What follows belongs to an exercise in optimizing a design on an open flow for small area and a short achievable clock period; a production flow would make more cautious choices.
Where RTL was checked, it was by simulation tests only, not by an equivalence proof against the original.
Power and IR drop assume default switching activity.

==> inputs of job 8541 <==
==> flow/design.v <==
module fifo_generator_1 (
    input  logic        clk,
    input  logic        srst,
    input  logic [7:0]  din,
    input  logic        wr_en,
    input  logic        rd_en,
    output logic [15:0] dout,
    output logic        full,
    output logic        empty,
    output logic [9:0]  rd_data_count,
    output logic [8:0]  wr_data_count
);
    localparam int WORDS = 128;
    logic [15:0] mem_r [WORDS];
    logic [15:0] wlo_n_r;     
    logic [15:0] whe_n_r;     
    logic [7:0]  rlo_r [4];   
    logic [15:0] rhi_r;       
    logic [8:0]  cnt_r;       
    logic        empty_r;
    logic [15:0] dout_r;
    logic [8:0]  cnt_o_r;     
    logic        empty_o_r;   
    logic        full_s;
    logic        wr_acc_s;
    logic        rd_acc_s;
    assign full_s   = cnt_r[8];
    assign wr_acc_s = wr_en & ~full_s;
    assign rd_acc_s = rd_en & ~empty_r;
    for (genvar i = 0; i < WORDS; i++) begin : g_mem
        always_ff @(posedge clk) begin
            if (!(whe_n_r[i/8] | wlo_n_r[2*(i%8)]))
                mem_r[i][15:8] <= din;
            if (!(whe_n_r[i/8] | wlo_n_r[2*(i%8)+1]))
                mem_r[i][7:0] <= din;
        end
    end
    logic [15:0] rd_word_s;
    always_comb begin
        rd_word_s = '0;
        for (int j = 0; j < 16; j++) begin
            logic [15:0] grp;
            grp = '0;
            for (int i = 0; i < 8; i++)
                grp = grp | (mem_r[8*j+i] & {16{rlo_r[j/4][i]}});
            rd_word_s = rd_word_s | (grp & {16{rhi_r[j]}});
        end
    end
    logic       up_s, dn_s;
    logic [8:0] cnt_nxt_s;
    logic       empty_nxt_s;
    assign up_s = wr_acc_s & ~rd_acc_s & cnt_r[0];
    assign dn_s = rd_acc_s & ~(wr_acc_s & cnt_r[0]);
    always_comb begin
        cnt_nxt_s[0] = cnt_r[0] ^ wr_acc_s;
        if (up_s)      cnt_nxt_s[8:1] = cnt_r[8:1] + 8'd1;
        else if (dn_s) cnt_nxt_s[8:1] = cnt_r[8:1] - 8'd1;
        else           cnt_nxt_s[8:1] = cnt_r[8:1];
        empty_nxt_s = dn_s ? (cnt_r[8:1] == 8'd1) : (~up_s & empty_r);
    end
    logic       up_o_s, dn_o_s;
    logic [8:0] cnt_o_nxt_s;
    logic       empty_o_nxt_s;
    assign up_o_s = wr_acc_s & ~rd_acc_s & cnt_o_r[0];
    assign dn_o_s = rd_acc_s & ~(wr_acc_s & cnt_o_r[0]);
    always_comb begin
        cnt_o_nxt_s[0] = cnt_o_r[0] ^ wr_acc_s;
        if (up_o_s)      cnt_o_nxt_s[8:1] = cnt_o_r[8:1] + 8'd1;
        else if (dn_o_s) cnt_o_nxt_s[8:1] = cnt_o_r[8:1] - 8'd1;
        else             cnt_o_nxt_s[8:1] = cnt_o_r[8:1];
        empty_o_nxt_s = dn_o_s ? (cnt_o_r[8:1] == 8'd1) : (~up_o_s & empty_o_r);
    end
    logic [15:0] wlo_n_nxt_s;
    logic [15:0] whe_n_nxt_s;
    always_comb begin
        wlo_n_nxt_s = wlo_n_r;
        if (wr_acc_s) wlo_n_nxt_s = {wlo_n_r[14:0], wlo_n_r[15]};
        if ((up_s && cnt_r[8:1] == 8'd127) || (full_s && !rd_acc_s))
            whe_n_nxt_s = '1;
        else if (full_s)
            whe_n_nxt_s = ~rhi_r;
        else if (wr_acc_s && !wlo_n_r[15])
            whe_n_nxt_s = {whe_n_r[14:0], whe_n_r[15]};
        else
            whe_n_nxt_s = whe_n_r;
    end
    always_ff @(posedge clk or negedge srst) begin
        if (!srst) begin
            wlo_n_r   <= ~16'd1;
            whe_n_r   <= ~16'd1;
            for (int q = 0; q < 4; q++) rlo_r[q] <= 8'd1;
            rhi_r     <= 16'd1;
            cnt_r     <= 9'd0;
            empty_r   <= 1'b1;
            dout_r    <= 16'h0000;
            cnt_o_r   <= 9'd0;
            empty_o_r <= 1'b1;
        end else begin
            wlo_n_r <= wlo_n_nxt_s;
            whe_n_r <= whe_n_nxt_s;
            if (rd_acc_s) begin
                for (int q = 0; q < 4; q++) rlo_r[q] <= {rlo_r[q][6:0], rlo_r[q][7]};
                if (rlo_r[0][7]) rhi_r <= {rhi_r[14:0], rhi_r[15]};
                dout_r <= rd_word_s;
            end
            cnt_r     <= cnt_nxt_s;
            empty_r   <= empty_nxt_s;
            cnt_o_r   <= cnt_o_nxt_s;
            empty_o_r <= empty_o_nxt_s;
        end
    end
    assign dout          = dout_r;
    assign full          = cnt_o_r[8];
    assign empty         = empty_o_r;
    assign wr_data_count = cnt_o_r;
    assign rd_data_count = {2'b00, cnt_o_r[8:1]};
endmodule
==> flow/flow/run.sh <==
#!/bin/bash
# The standard layout, with clock tree synthesis told not to add dummy loads,
# and the slow single-size cell a222oi_1 added to the platform's don't-use list.
set -e
export CTS_ARGS="-sink_clustering_enable -repair_clock_nets -sink_clustering_size 30 -sink_clustering_max_diameter 60 -buf_list {sky130_fd_sc_hd__clkbuf_8 sky130_fd_sc_hd__clkbuf_16} -dont_use_dummy_load"
bash standard.sh "DONT_USE_CELLS=sky130_fd_sc_hd__probe_p_8 sky130_fd_sc_hd__probec_p_8 sky130_fd_sc_hd__lpflow_bleeder_1 sky130_fd_sc_hd__lpflow_clkbufkapwr_1 sky130_fd_sc_hd__lpflow_clkbufkapwr_16 sky130_fd_sc_hd__lpflow_clkbufkapwr_2 sky130_fd_sc_hd__lpflow_clkbufkapwr_4 sky130_fd_sc_hd__lpflow_clkbufkapwr_8 sky130_fd_sc_hd__lpflow_clkinvkapwr_1 sky130_fd_sc_hd__lpflow_clkinvkapwr_16 sky130_fd_sc_hd__lpflow_clkinvkapwr_2 sky130_fd_sc_hd__lpflow_clkinvkapwr_4 sky130_fd_sc_hd__lpflow_clkinvkapwr_8 sky130_fd_sc_hd__lpflow_decapkapwr_12 sky130_fd_sc_hd__lpflow_decapkapwr_3 sky130_fd_sc_hd__lpflow_decapkapwr_4 sky130_fd_sc_hd__lpflow_decapkapwr_6 sky130_fd_sc_hd__lpflow_decapkapwr_8 sky130_fd_sc_hd__lpflow_inputiso0n_1 sky130_fd_sc_hd__lpflow_inputiso0p_1 sky130_fd_sc_hd__lpflow_inputiso1n_1 sky130_fd_sc_hd__lpflow_inputiso1p_1 sky130_fd_sc_hd__lpflow_inputisolatch_1 sky130_fd_sc_hd__lpflow_isobufsrc_1 sky130_fd_sc_hd__lpflow_isobufsrc_16 sky130_fd_sc_hd__lpflow_isobufsrc_2 sky130_fd_sc_hd__lpflow_isobufsrc_4 sky130_fd_sc_hd__lpflow_isobufsrc_8 sky130_fd_sc_hd__lpflow_isobufsrckapwr_16 sky130_fd_sc_hd__lpflow_lsbuf_lh_hl_isowell_tap_1 sky130_fd_sc_hd__lpflow_lsbuf_lh_hl_isowell_tap_2 sky130_fd_sc_hd__lpflow_lsbuf_lh_hl_isowell_tap_4 sky130_fd_sc_hd__lpflow_lsbuf_lh_isowell_4 sky130_fd_sc_hd__lpflow_lsbuf_lh_isowell_tap_1 sky130_fd_sc_hd__lpflow_lsbuf_lh_isowell_tap_2 sky130_fd_sc_hd__lpflow_lsbuf_lh_isowell_tap_4  sky130_fd_sc_hd__a222oi_1" finish > standard.log 2>&1
==> flow/standard.sh <==
#!/bin/bash
# synth_recipe.tcl (not shown) runs the flow's synth.tcl, then flattens the netlist and writes it again
# the make line also repeats each setting of config.mk as NAME=value (left out here)
make -C /OpenROAD-flow-scripts/flow DESIGN_CONFIG=/design/flow/config.mk WORK_HOME=/design/flow/orfs CLKGATE_MAP_FILE= SYNTH_SCRIPT=/design/flow/synth_recipe.tcl "${@:-finish}"
==> flow/config.mk <==
export PLATFORM = sky130hd
export DESIGN_NAME = fifo_generator_1
export DESIGN_NICKNAME = fifo_generator_1
export VERILOG_FILES = /design/flow/design.v
export SDC_FILE = /design/flow/constraint.sdc
export NUM_CORES = 4
export LEC_CHECK = 0
export CAP_MARGIN = 20
export CORE_MARGIN = 2
export CORE_UTILIZATION = 55
export CTS_BUF_LIST = sky130_fd_sc_hd__clkbuf_8 sky130_fd_sc_hd__clkbuf_16
export CTS_CLUSTER_DIAMETER = 60
export CTS_CLUSTER_SIZE = 30
export GPL_ROUTABILITY_DRIVEN = 0
export SETUP_SLACK_MARGIN = 2.5
export SLEW_MARGIN = 20
==> flow/constraint.sdc <==
create_clock -name core_clock -period 5.0 [get_ports {clk}]
set_input_delay 1.0000 -clock core_clock [delete_from_list [all_inputs] [get_ports {clk}]]
set_output_delay 1.0000 -clock core_clock [all_outputs]
set_load 0.01 [all_outputs]
==> job 6476: changes against job 8541 <==
==> flow/design.v, changed modules only <==
module fifo_generator_1 (
    input  logic        clk,
    input  logic        srst,
    input  logic [7:0]  din,
    input  logic        wr_en,
    input  logic        rd_en,
    output logic [15:0] dout,
    output logic        full,
    output logic        empty,
    output logic [9:0]  rd_data_count,
    output logic [8:0]  wr_data_count
);
    localparam int WORDS = 128;
    logic [15:0] mem_r [WORDS];
    logic [15:0] wlo_n_r;     
    logic [15:0] whe_n_r;     
    logic [7:0]  rlo_r;       
    logic [15:0] rhi_r;       
    logic [8:0]  cnt_r;       
    logic        empty_r;
    logic [15:0] dout_r;
    logic [8:0]  cnt_o_r;     
    logic        empty_o_r;   
    logic        full_s;
    logic        wr_acc_s;
    logic        rd_acc_s;
    assign full_s   = cnt_r[8];
    assign wr_acc_s = wr_en & ~full_s;
    assign rd_acc_s = rd_en & ~empty_r;
    for (genvar i = 0; i < WORDS; i++) begin : g_mem
        always_ff @(posedge clk) begin
            if (!(whe_n_r[i/8] | wlo_n_r[2*(i%8)]))
                mem_r[i][15:8] <= din;
            if (!(whe_n_r[i/8] | wlo_n_r[2*(i%8)+1]))
                mem_r[i][7:0] <= din;
        end
    end
    logic [15:0] rd_word_s;
    always_comb begin
        rd_word_s = '0;
        for (int j = 0; j < 16; j++) begin
            logic [15:0] grp;
            grp = '0;
            for (int i = 0; i < 8; i++)
                grp = grp | (mem_r[8*j+i] & {16{rlo_r[i]}});
            rd_word_s = rd_word_s | (grp & {16{rhi_r[j]}});
        end
    end
    logic       up_s, dn_s;
    logic [8:0] cnt_nxt_s;
    logic       empty_nxt_s;
    assign up_s = wr_acc_s & ~rd_acc_s & cnt_r[0];
    assign dn_s = rd_acc_s & ~(wr_acc_s & cnt_r[0]);
    always_comb begin
        cnt_nxt_s[0] = cnt_r[0] ^ wr_acc_s;
        if (up_s)      cnt_nxt_s[8:1] = cnt_r[8:1] + 8'd1;
        else if (dn_s) cnt_nxt_s[8:1] = cnt_r[8:1] - 8'd1;
        else           cnt_nxt_s[8:1] = cnt_r[8:1];
        empty_nxt_s = dn_s ? (cnt_r[8:1] == 8'd1) : (~up_s & empty_r);
    end
    logic       up_o_s, dn_o_s;
    logic [8:0] cnt_o_nxt_s;
    logic       empty_o_nxt_s;
    assign up_o_s = wr_acc_s & ~rd_acc_s & cnt_o_r[0];
    assign dn_o_s = rd_acc_s & ~(wr_acc_s & cnt_o_r[0]);
    always_comb begin
        cnt_o_nxt_s[0] = cnt_o_r[0] ^ wr_acc_s;
        if (up_o_s)      cnt_o_nxt_s[8:1] = cnt_o_r[8:1] + 8'd1;
        else if (dn_o_s) cnt_o_nxt_s[8:1] = cnt_o_r[8:1] - 8'd1;
        else             cnt_o_nxt_s[8:1] = cnt_o_r[8:1];
        empty_o_nxt_s = dn_o_s ? (cnt_o_r[8:1] == 8'd1) : (~up_o_s & empty_o_r);
    end
    logic [15:0] wlo_n_nxt_s;
    logic [15:0] whe_n_nxt_s;
    always_comb begin
        wlo_n_nxt_s = wlo_n_r;
        if (wr_acc_s) wlo_n_nxt_s = {wlo_n_r[14:0], wlo_n_r[15]};
        if (cnt_nxt_s[8])
            whe_n_nxt_s = '1;
        else if (full_s)
            whe_n_nxt_s = ~rhi_r;
        else if (wr_acc_s && !wlo_n_r[15])
            whe_n_nxt_s = {whe_n_r[14:0], whe_n_r[15]};
        else
            whe_n_nxt_s = whe_n_r;
    end
    always_ff @(posedge clk or negedge srst) begin
        if (!srst) begin
            wlo_n_r   <= ~16'd1;
            whe_n_r   <= ~16'd1;
            rlo_r     <= 8'd1;
            rhi_r     <= 16'd1;
            cnt_r     <= 9'd0;
            empty_r   <= 1'b1;
            dout_r    <= 16'h0000;
            cnt_o_r   <= 9'd0;
            empty_o_r <= 1'b1;
        end else begin
            wlo_n_r <= wlo_n_nxt_s;
            whe_n_r <= whe_n_nxt_s;
            if (rd_acc_s) begin
                rlo_r  <= {rlo_r[6:0], rlo_r[7]};
                if (rlo_r[7]) rhi_r <= {rhi_r[14:0], rhi_r[15]};
                dout_r <= rd_word_s;
            end
            cnt_r     <= cnt_nxt_s;
            empty_r   <= empty_nxt_s;
            cnt_o_r   <= cnt_o_nxt_s;
            empty_o_r <= empty_o_nxt_s;
        end
    end
    assign dout          = dout_r;
    assign full          = cnt_o_r[8];
    assign empty         = empty_o_r;
    assign wr_data_count = cnt_o_r;
    assign rd_data_count = {2'b00, cnt_o_r[8:1]};
endmodule
==> flow/run.sh (new file) <==
#!/bin/bash
# synth_recipe.tcl (not shown) runs the flow's synth.tcl, then flattens the netlist and writes it again
# the make line also repeats each setting of config.mk as NAME=value (left out here)
make -C /OpenROAD-flow-scripts/flow DESIGN_CONFIG=/design/flow/config.mk WORK_HOME=/design/flow/orfs CLKGATE_MAP_FILE= SYNTH_SCRIPT=/design/flow/synth_recipe.tcl finish
Settings changed: CTS_BUF_LIST sky130_fd_sc_hd__clkbuf_8 sky130_fd_sc_hd__clkbuf_16 to unset, GPL_ROUTABILITY_DRIVEN 0 to unset.
removed: flow/flow/run.sh
removed: flow/standard.sh
==> job 2636: changes against job 8541 <==
--- a/flow/design.v
+++ b/flow/design.v
@@ -14,7 +14,7 @@
     logic [15:0] mem_r [WORDS];
     logic [15:0] wlo_n_r;     
     logic [15:0] whe_n_r;     
-    logic [7:0]  rlo_r [4];   
+    logic [7:0]  rlo_r;       
     logic [15:0] rhi_r;       
     logic [8:0]  cnt_r;       
     logic        empty_r;
@@ -42,7 +42,7 @@
             logic [15:0] grp;
             grp = '0;
             for (int i = 0; i < 8; i++)
-                grp = grp | (mem_r[8*j+i] & {16{rlo_r[j/4][i]}});
+                grp = grp | (mem_r[8*j+i] & {16{rlo_r[i]}});
             rd_word_s = rd_word_s | (grp & {16{rhi_r[j]}});
         end
     end
@@ -88,7 +88,7 @@
         if (!srst) begin
             wlo_n_r   <= ~16'd1;
             whe_n_r   <= ~16'd1;
-            for (int q = 0; q < 4; q++) rlo_r[q] <= 8'd1;
+            rlo_r     <= 8'd1;
             rhi_r     <= 16'd1;
             cnt_r     <= 9'd0;
             empty_r   <= 1'b1;
@@ -99,8 +99,8 @@
             wlo_n_r <= wlo_n_nxt_s;
             whe_n_r <= whe_n_nxt_s;
             if (rd_acc_s) begin
-                for (int q = 0; q < 4; q++) rlo_r[q] <= {rlo_r[q][6:0], rlo_r[q][7]};
-                if (rlo_r[0][7]) rhi_r <= {rhi_r[14:0], rhi_r[15]};
+                rlo_r  <= {rlo_r[6:0], rlo_r[7]};
+                if (rlo_r[7]) rhi_r <= {rhi_r[14:0], rhi_r[15]};
                 dout_r <= rd_word_s;
             end
             cnt_r     <= cnt_nxt_s;
==> flow/run.sh (new file) <==
#!/bin/bash
# synth_recipe.tcl (not shown) runs the flow's synth.tcl, then flattens the netlist and writes it again
# the make line also repeats each setting of config.mk as NAME=value (left out here)
make -C /OpenROAD-flow-scripts/flow DESIGN_CONFIG=/design/flow/config.mk WORK_HOME=/design/flow/orfs CLKGATE_MAP_FILE= SYNTH_SCRIPT=/design/flow/synth_recipe.tcl finish
Settings changed: CTS_BUF_LIST sky130_fd_sc_hd__clkbuf_8 sky130_fd_sc_hd__clkbuf_16 to sky130_fd_sc_hd__clkbuf_4 sky130_fd_sc_hd__clkbuf_8 sky130_fd_sc_hd__clkbuf_16, CTS_CLUSTER_DIAMETER 60 to 40, CTS_CLUSTER_SIZE 30 to 20, GPL_ROUTABILITY_DRIVEN 0 to unset.
removed: flow/flow/run.sh
removed: flow/standard.sh
==> summary.txt <==
Clock Sink Count: 2140
Core box area: 0.141 sq mm
Status: complete, no violations
Combinational power: 0.00497 W
(the above is from job 6476)
==> summary.txt <==
Combinational power: 0.00166 W
Comb_multi_in: 1923
Sequential cell area share: 70.4%
Status: complete, no violations
Initial DRC count: 6301
First-pass GRT wire length: 316 mm
Clock Sink Count: 2140
Count of non-CTS inverters in the layout: 7
Core box area: 0.141 sq mm
(the above is from job 2636)
==> summary.txt <==
Core box area: 0.143 sq mm
Clock Sink Count: 2164
Status: complete, no violations
Critical Path Source Type: flip-flop
(the above is from job 8541)
Only the layout flow was run in job 6476; the RTL was not checked for function there.

==> re-timing with driven ports <==
The flow's constraints put no driver on any port. The routed layouts listed below were extracted and timed again, unchanged, in two steps. Step 1: set_driving_cell puts a clkbuf_16 on clk and a buf_2 on each other input, an assumption about the parent block. Step 2 moves the port delays by t, midway between the first and last clock arrival at a register: inputs arrive t later, outputs are due t later. That takes back most of the time a late clock gives input paths. Slacks: ideal ports / drivers / drivers and shift; pairs: ideal ports / drivers.
run	t, ns	setup slack, ns	worst setup path at the end	pins driven straight from the clock port
job 8541	0.859	2.501 / 2.416 / 1.860	input to register	1
job 6476	0.865	2.464 / 2.460 / 1.723	input to register	1
job 2636	0.941	2.446 / 2.361 / 1.863	input to register	1
After both steps every run listed still meets setup and hold. For job 6476, which loses most, drivers alone change the setup slack by -0.004 ns; drivers and shift together by -0.741 ns.
